Context: an optimization exercise on an open-source flow, tuned for small area, a short achievable clock period and few clock cycles per item. The choices shown serve that exercise and are no tape-out recipe.
RTL that was checked went through simulation tests only; none was proved equivalent to the original.

==> cedar: inputs <==
## balance_car_motor_drive
module balance_car_motor_drive (
  input  wire logic        clk_i,
  input  wire logic        rst_ni,
  input  wire logic        cfg_we_i,
  input  wire logic [2:0]  cfg_idx_i,
  input  wire logic [14:0] cfg_data_i,
  input  wire logic        s_axis_tvalid_i,
  output logic             s_axis_tready_o,
  input  wire logic [95:0] s_axis_tdata_i,
  output logic             m_axis_tvalid_o,
  input  wire logic        m_axis_tready_i,
  output logic [31:0]      m_axis_tdata_o
);
clock: 12.0 ns
lec_check: 0
cap_margin: 20
core_margin: 2
core_utilization: 65
place_density: 0.75
setup_slack_margin: 5
slew_margin: 20
synth_hierarchical: 1
synth_minimum_keep_size: 0
run.sh (not shown) runs the stock make flow with config.mk's settings and CLKGATE_MAP_FILE= SYNTH_SCRIPT=/design/flow/synth_recipe.tcl, a recipe that flattens the netlist after the stock synthesis.
==> violet: changes against cedar <==
--- a/flow/design.v
+++ b/flow/design.v
@@ -2348,13 +2348,13 @@
   wire l_51 = 1'b1 ^ l_24 ^ l_25;
   wire l_52 = (1'b1 & l_24) | (1'b1 & l_25) | (l_24 & l_25);
   wire l_53 = 1'b1 ^ l_26;
   wire l_54 = 1'b1 & l_26;
   wire [15:0] l_ra = {1'b1, 1'b1, l_52, l_50, l_48, l_46, l_44, l_42, l_40, l_38, l_36, l_34, l_32, l_30, l_28, l_1};
   wire [15:0] l_rb = {1'b0, l_54, l_53, l_51, l_49, l_47, l_45, l_43, l_41, l_39, l_37, l_35, l_33, l_31, l_29, l_27};
-  assign lsl = 16'(l_ra + l_rb);
+  assign lsl = 16'(l_ra + l_rb + {15'd0, vc});
   wire r_1 = c_3 ^ c_61;
   wire r_2 = c_3 & c_61;
   wire r_3 = c_62 ^ c_63;
   wire r_4 = c_62 & c_63;
   wire r_5 = c_64 ^ c_65;
   wire r_6 = c_64 & c_65;
@@ -2405,13 +2405,13 @@
   wire r_51 = 1'b1 ^ r_24 ^ r_25;
   wire r_52 = (1'b1 & r_24) | (1'b1 & r_25) | (r_24 & r_25);
   wire r_53 = 1'b1 ^ r_26;
   wire r_54 = 1'b1 & r_26;
   wire [15:0] r_ra = {1'b1, 1'b1, r_52, r_50, r_48, r_46, r_44, r_42, r_40, r_38, r_36, r_34, r_32, r_30, r_28, r_1};
   wire [15:0] r_rb = {1'b0, r_54, r_53, r_51, r_49, r_47, r_45, r_43, r_41, r_39, r_37, r_35, r_33, r_31, r_29, r_27};
-  assign rsl = 16'(r_ra + r_rb);
+  assign rsl = 16'(r_ra + r_rb + {15'd0, vc});
 endmodule
 module bcmd_magtree (
   input  wire [15:0] xs,
   input  wire cz,
   output wire [10:0] mag
 );
@@ -2548,70 +2548,69 @@
   assign mag = m_sum[28:18];
 endmodule
 module bcmd_integ (
   input  wire [15:0] ig,
   input  wire [17:0] t,
   input  wire c2,
-  input  wire mneg,
+  input  wire [8:0] nm,
   input  wire mpos,
-  input  wire [7:0] spd,
   input  wire [14:0] lim,
   output wire [15:0] integ
 );
-  wire i_1 = ig[0] ^ t[0];
-  wire i_2 = ig[0] & t[0];
-  wire i_3 = c2 ^ ((mneg & spd[0]) | (mpos & ~spd[0]));
-  wire i_4 = c2 & ((mneg & spd[0]) | (mpos & ~spd[0]));
-  wire i_5, i_6;
-  bcmd_fa u_i_5 (.a(ig[1]), .b(t[1]), .c(((mneg & spd[1]) | (mpos & ~spd[1]))), .s(i_5), .co(i_6));
+  wire i_1 = ig[8] ^ t[8];
+  wire i_2 = ig[8] & t[8];
+  wire i_3 = ig[0] ^ t[0];
+  wire i_4 = ig[0] & t[0];
+  wire i_5 = ig[1] ^ t[1];
+  wire i_6 = ig[1] & t[1];
   wire i_7 = ig[2] ^ t[2];
   wire i_8 = ig[2] & t[2];
   wire i_9 = ig[3] ^ t[3];
   wire i_10 = ig[3] & t[3];
   wire i_11 = ig[4] ^ t[4];
   wire i_12 = ig[4] & t[4];
   wire i_13 = ig[5] ^ t[5];
   wire i_14 = ig[5] & t[5];
   wire i_15 = ig[6] ^ t[6];
   wire i_16 = ig[6] & t[6];
   wire i_17 = ig[7] ^ t[7];
   wire i_18 = ig[7] & t[7];
-  wire i_19, i_20;
-  bcmd_fa u_i_19 (.a(ig[8]), .b(t[8]), .c(~mpos), .s(i_19), .co(i_20));
-  wire i_21 = ig[9] ^ t[9];
-  wire i_22 = ig[9] & t[9];
+  wire i_19 = nm[8] ^ ~mpos ^ 1'b1;
+  wire i_20 = (nm[8] & ~mpos) | (nm[8] & 1'b1) | (~mpos & 1'b1);
+  wire i_21 = ig[9] ^ t[9] ^ 1'b1;
+  wire i_22 = (ig[9] & t[9]) | (ig[9] & 1'b1) | (t[9] & 1'b1);
   wire i_23 = ig[10] ^ t[10];
   wire i_24 = ig[10] & t[10];
   wire i_25 = ig[11] ^ t[11];
   wire i_26 = ig[11] & t[11];
   wire i_27 = ig[12] ^ t[12];
   wire i_28 = ig[12] & t[12];
   wire i_29 = ig[13] ^ t[13];
   wire i_30 = ig[13] & t[13];
   wire i_31 = ig[14] ^ t[14];
   wire i_32 = ig[14] & t[14];
-  wire i_33 = mpos ^ i_1;
-  wire i_34 = mpos & i_1;
+  wire i_33 = c2 ^ nm[0];
+  wire i_34 = c2 & nm[0];
   wire i_35, i_36;
-  bcmd_fa u_i_35 (.a(i_2), .b(i_4), .c(i_5), .s(i_35), .co(i_36));
+  bcmd_fa u_i_35 (.a(nm[1]), .b(i_4), .c(i_5), .s(i_35), .co(i_36));
   wire i_37, i_38;
-  bcmd_fa u_i_37 (.a(((mneg & spd[2]) | (mpos & ~spd[2]))), .b(i_6), .c(i_7), .s(i_37), .co(i_38));
+  bcmd_fa u_i_37 (.a(nm[2]), .b(i_6), .c(i_7), .s(i_37), .co(i_38));
   wire i_39, i_40;
-  bcmd_fa u_i_39 (.a(((mneg & spd[3]) | (mpos & ~spd[3]))), .b(i_8), .c(i_9), .s(i_39), .co(i_40));
+  bcmd_fa u_i_39 (.a(nm[3]), .b(i_8), .c(i_9), .s(i_39), .co(i_40));
   wire i_41, i_42;
-  bcmd_fa u_i_41 (.a(((mneg & spd[4]) | (mpos & ~spd[4]))), .b(i_10), .c(i_11), .s(i_41), .co(i_42));
+  bcmd_fa u_i_41 (.a(nm[4]), .b(i_10), .c(i_11), .s(i_41), .co(i_42));
   wire i_43, i_44;
-  bcmd_fa u_i_43 (.a(((mneg & spd[5]) | (mpos & ~spd[5]))), .b(i_12), .c(i_13), .s(i_43), .co(i_44));
+  bcmd_fa u_i_43 (.a(nm[5]), .b(i_12), .c(i_13), .s(i_43), .co(i_44));
   wire i_45, i_46;
-  bcmd_fa u_i_45 (.a(((mneg & spd[6]) | (mpos & ~spd[6]))), .b(i_14), .c(i_15), .s(i_45), .co(i_46));
+  bcmd_fa u_i_45 (.a(nm[6]), .b(i_14), .c(i_15), .s(i_45), .co(i_46));
   wire i_47, i_48;
-  bcmd_fa u_i_47 (.a(((mneg & spd[7]) | (mpos & ~spd[7]))), .b(i_16), .c(i_17), .s(i_47), .co(i_48));
-  wire i_49 = 1'b1 ^ i_18 ^ i_19;
-  wire i_50 = (1'b1 & i_18) | (1'b1 & i_19) | (i_18 & i_19);
-  wire i_51 = 1'b1 ^ i_20 ^ i_21;
-  wire i_52 = (1'b1 & i_20) | (1'b1 & i_21) | (i_20 & i_21);
+  bcmd_fa u_i_47 (.a(nm[7]), .b(i_16), .c(i_17), .s(i_47), .co(i_48));
+  wire i_49, i_50;
+  bcmd_fa u_i_49 (.a(i_1), .b(i_18), .c(i_19), .s(i_49), .co(i_50));
+  wire i_51, i_52;
+  bcmd_fa u_i_51 (.a(i_2), .b(i_20), .c(i_21), .s(i_51), .co(i_52));
   wire i_53 = 1'b1 ^ i_22 ^ i_23;
   wire i_54 = (1'b1 & i_22) | (1'b1 & i_23) | (i_22 & i_23);
   wire i_55 = 1'b1 ^ i_24 ^ i_25;
   wire i_56 = (1'b1 & i_24) | (1'b1 & i_25) | (i_24 & i_25);
   wire i_57 = 1'b1 ^ i_26 ^ i_27;
   wire i_58 = (1'b1 & i_26) | (1'b1 & i_27) | (i_26 & i_27);
@@ -2908,47 +2907,51 @@
       dec_back = 1'b0;
     end
   end
   logic [16:0] s1_angle;
   logic [18:0] s1_rate;
   logic [15:0] s1_yaw;
-  logic [16:0] s1_sum;
+  logic [12:0] s1_slo;
+  logic [3:0]  s1_lh, s1_rh;
   logic        s1_mneg, s1_mpos, s1_turn, s1_tl, s1_gate, s1_stop;
   always_ff @(posedge clk_i) begin
     if (adv) begin
       s1_angle <= s_axis_tdata_i[16:0];
       s1_rate  <= s_axis_tdata_i[35:17];
       s1_yaw   <= (dec_fwd || dec_back) ? s_axis_tdata_i[51:36] : 16'd0;
-      s1_sum   <= {s_axis_tdata_i[67], s_axis_tdata_i[67:52]}
-                  + {s_axis_tdata_i[83], s_axis_tdata_i[83:68]};
+      s1_slo   <= {1'b0, s_axis_tdata_i[63:52]} + {1'b0, s_axis_tdata_i[79:68]};
+      s1_lh    <= s_axis_tdata_i[67:64];
+      s1_rh    <= s_axis_tdata_i[83:80];
       s1_mneg  <= dec_fwd && !dec_back;
       s1_mpos  <= dec_back && !dec_fwd;
       s1_turn  <= in_cmd[3];
       s1_tl    <= in_cmd[1];
       s1_gate  <= s_axis_tdata_i[94] && !s_axis_tdata_i[93];
       s1_stop  <= s_axis_tdata_i[93];
     end
   end
   logic [35:0] st1_xa, st1_xb;
   logic [15:0] st1_sh;
   bcmd_xtree u_xtree (.a(s1_angle), .r(s1_rate), .kp(bkp_q), .kd(bkd_q),
                       .xan(st1_xa), .xbn(st1_xb));
-  bcmd_shtree u_shtree (.sm(s1_sum), .sh(st1_sh));
+  logic [16:0] st1_sum;
+  assign st1_sum = {{s1_lh[3], s1_lh} + {s1_rh[3], s1_rh} + {4'd0, s1_slo[12]}, s1_slo[11:0]};
+  bcmd_shtree u_shtree (.sm(st1_sum), .sh(st1_sh));
   logic [35:0] s2_xa, s2_xb;
   logic [15:0] s2_sh;
   logic        s2_slnz;
   logic [9:0]  s2_stepl;
   logic [15:0] s2_yaw;
   logic        s2_mneg, s2_mpos, s2_turn, s2_tl, s2_gate, s2_stop;
   always_ff @(posedge clk_i) begin
     if (adv) begin
       s2_xa    <= st1_xa;
       s2_xb    <= st1_xb;
       s2_sh    <= st1_sh;
-      s2_slnz  <= s1_sum[7:0] != 8'd0;
-      s2_stepl <= bcmd_pkg::step_of(s1_sum);
+      s2_slnz  <= s1_slo[7:0] != 8'd0;
+      s2_stepl <= bcmd_pkg::step_of(st1_sum);
       s2_yaw   <= s1_yaw;
       s2_mneg  <= s1_mneg;
       s2_mpos  <= s1_mpos;
       s2_turn  <= s1_turn;
       s2_tl    <= s1_tl;
       s2_gate  <= s1_gate;
@@ -2987,30 +2990,31 @@
   end
   logic [19:0] s3_bal;
   logic        s3_bc;
   logic [17:0] s3_ft;
   logic        s3_fc;
   logic [15:0] s3_yaw;
-  logic        s3_mneg, s3_mpos, s3_gate, s3_stop;
+  logic [8:0]  s3_nm;
+  logic        s3_mpos, s3_gate, s3_stop;
   always_ff @(posedge clk_i) begin
     if (adv) begin
       s3_bal  <= st2_x[35:16];
       s3_ft   <= st2_tn;
       s3_fc   <= st2_tn[17] && s2_slnz;
       s3_bc   <= st2_x[35] && (st2_x[15:0] != 16'd0);
       s3_yaw  <= s2_yaw;
-      s3_mneg <= s2_mneg;
+      s3_nm   <= s2_mneg ? {1'b0, drv_spd_q} : s2_mpos ? 9'd256 - {1'b0, drv_spd_q} : 9'd0;
       s3_mpos <= s2_mpos;
       s3_gate <= s2_gate;
       s3_stop <= s2_stop;
     end
   end
   logic [15:0] integ_q;
   logic [15:0] st3_integ;
-  bcmd_integ u_integ (.ig(integ_q), .t(s3_ft), .c2(s3_fc), .mneg(s3_mneg),
-                      .mpos(s3_mpos), .spd(drv_spd_q), .lim(int_lim_q), .integ(st3_integ));
+  bcmd_integ u_integ (.ig(integ_q), .t(s3_ft), .c2(s3_fc), .nm(s3_nm), .mpos(s3_mpos),
+                      .lim(int_lim_q), .integ(st3_integ));
   always_ff @(posedge clk_i or negedge rst_ni) begin
     if (!rst_ni) begin
       integ_q <= '0;
     end else if (adv && v3_q) begin
       integ_q <= s3_stop ? 16'd0 : st3_integ;
     end
@@ -3068,39 +3072,36 @@
   logic [15:0] st5_lsl, st5_rsl;
   bcmd_mixsum u_mix (.ta(s5_ta), .tb(s5_tb), .c8(s5_c8), .nz(s5_nz), .bal(s5_bal), .bc(s5_bc),
                      .mag(s5_mag), .s(s5_s), .vc(st5_vc), .hp1(st5_hp1), .h0(st5_h0),
                      .hm1(st5_hm1), .hm2(st5_hm2), .hm3(st5_hm3), .hneg(st5_hneg),
                      .lsl(st5_lsl), .rsl(st5_rsl));
   logic [15:0] s6_lsl, s6_rsl;
-  logic        s6_vc, s6_hp1, s6_h0, s6_hm1, s6_hm2, s6_hm3, s6_hneg, s6_gate;
+  logic        s6_hp1, s6_h0, s6_hm1, s6_hm2, s6_hm3, s6_hneg, s6_gate;
   always_ff @(posedge clk_i) begin
     if (adv) begin
       s6_lsl  <= st5_lsl;
       s6_rsl  <= st5_rsl;
-      s6_vc   <= st5_vc;
       s6_hp1  <= st5_hp1;
       s6_h0   <= st5_h0;
       s6_hm1  <= st5_hm1;
       s6_hm2  <= st5_hm2;
       s6_hm3  <= st5_hm3;
       s6_hneg <= st5_hneg;
       s6_gate <= s5_gate;
     end
   end
-  function automatic logic [13:0] drive(input logic [15:0] sl, input logic vc,
+  function automatic logic [13:0] drive(input logic [15:0] sl,
                                         input logic hp1, input logic h0, input logic hm1,
                                         input logic hm2, input logic hm3, input logic hneg,
                                         input logic [12:0] pl, input logic on);
-    logic [13:0] lo1;
     logic [12:0] lo;
     logic [2:0]  c;
     logic        is0, ism1, neg;
     logic [13:0] lp;
-    lo1  = {1'b0, sl[12:0]} + {13'd0, vc};
-    lo   = lo1[12:0];
-    c    = sl[15:13] + {2'd0, lo1[13]};
+    lo   = sl[12:0];
+    c    = sl[15:13];
     is0  = (c == 3'b111 && hp1) || (c == 3'b000 && h0) || (c == 3'b001 && hm1) ||
            (c == 3'b010 && hm2);
     ism1 = (c == 3'b111 && h0) || (c == 3'b000 && hm1) || (c == 3'b001 && hm2) ||
            (c == 3'b010 && hm3);
     neg  = hneg && !(hm1 && c == 3'b010);
     lp   = {1'b0, lo} + {1'b0, pl};
@@ -3115,15 +3116,15 @@
     end else begin
       drive[12:0] = pl;
       drive[13]   = neg || (pl == 13'd0);
     end
   endfunction
   logic [27:0] st6_res;
-  assign st6_res = {drive(s6_rsl, s6_vc, s6_hp1, s6_h0, s6_hm1, s6_hm2, s6_hm3, s6_hneg,
+  assign st6_res = {drive(s6_rsl, s6_hp1, s6_h0, s6_hm1, s6_hm2, s6_hm3, s6_hneg,
                           pwm_lim_q, s6_gate),
-                    drive(s6_lsl, s6_vc, s6_hp1, s6_h0, s6_hm1, s6_hm2, s6_hm3, s6_hneg,
+                    drive(s6_lsl, s6_hp1, s6_h0, s6_hm1, s6_hm2, s6_hm3, s6_hneg,
                           pwm_lim_q, s6_gate)};
   logic exit_v, take;
   assign exit_v = v6_q && adv;
   assign take   = ovalid_q && m_axis_tready_i;
   always_ff @(posedge clk_i or negedge rst_ni) begin
     if (!rst_ni) begin
CORE_UTILIZATION = 55   (was 65)
PLACE_DENSITY = 0.65   (was 0.75)
==> delta: changes against cedar <==
CORE_UTILIZATION = 75   (was 65)
PLACE_DENSITY = 0.85   (was 0.75)
==> comparison table <==
item	cedar	delta	violet
Run status	no timing/DRC/antenna violations	no timing/DRC/antenna violations	no timing/DRC/antenna violations
Basic-gate share of the synthesized area counting and, or, nand and nor cells	12.11%	12.11%	-
Final Net Count	7731	7729	7704
Synthesized-area fraction occupied by adder cells	37.08%	37.08%	-
Data required time of the worst path	12.36 ns	12.42 ns	12.43 ns
Startpoint of the lowest-slack register-to-register path	s6_vc	s6_vc	s5_ta[9]
Multi-input combinational area share	60.79%	60.97%	59.91%
Detailed route wirelength on metal3	12.39 mm	15.23 mm	10.55 mm
Row count	120	112	130
Fraction of layout cells with a size suffix above 1	7.007%	7.074%	7.350%
Area share of the largest cell type after synthesis	25.93%	25.93%	-
Slowest stage delay, CP	0.58 ns	0.54 ns	0.40 ns
XOR/XNOR share of the synthesized area	2.977%	2.977%	-
Testbench counts of cedar, summed over its fixed seeds: cycles 3,264, items 3,200.
Testbench counts of delta, summed over its fixed seeds: cycles 3,264, items 3,200.
Only the layout flow was run in violet; the RTL was not checked for function there.

[what the ideal ports hide]
How much do the figures lean on ideal ports? The routed layouts below were timed once more, with nothing changed but the port constraints. Step 1 sets driving cells, clkbuf_16 on the clock port and buf_2 on the other inputs (assumed; they add their load-dependent delay and slew). Step 2, shift: input delay + t, output delay - t, t = (earliest + latest rising clock arrival at the registers) / 2. This alone moves slack from input paths to output paths. Three values: no drivers, after step 1, after step 2; two values: the first two.
run	shift t [ns]	setup WS [ns]	worst slew at a driven data input, ns
cedar	0.736	6.882 / 6.882 / 6.335	0.14
violet	0.768	6.941 / 6.941 / 6.941	0.14
delta	0.754	6.772 / 6.772 / 6.155	0.12
After both steps setup and hold are still met in every run listed. The setup slack of delta, which loses most, moves by 0.000 ns with the drivers and by -0.617 ns with both steps.
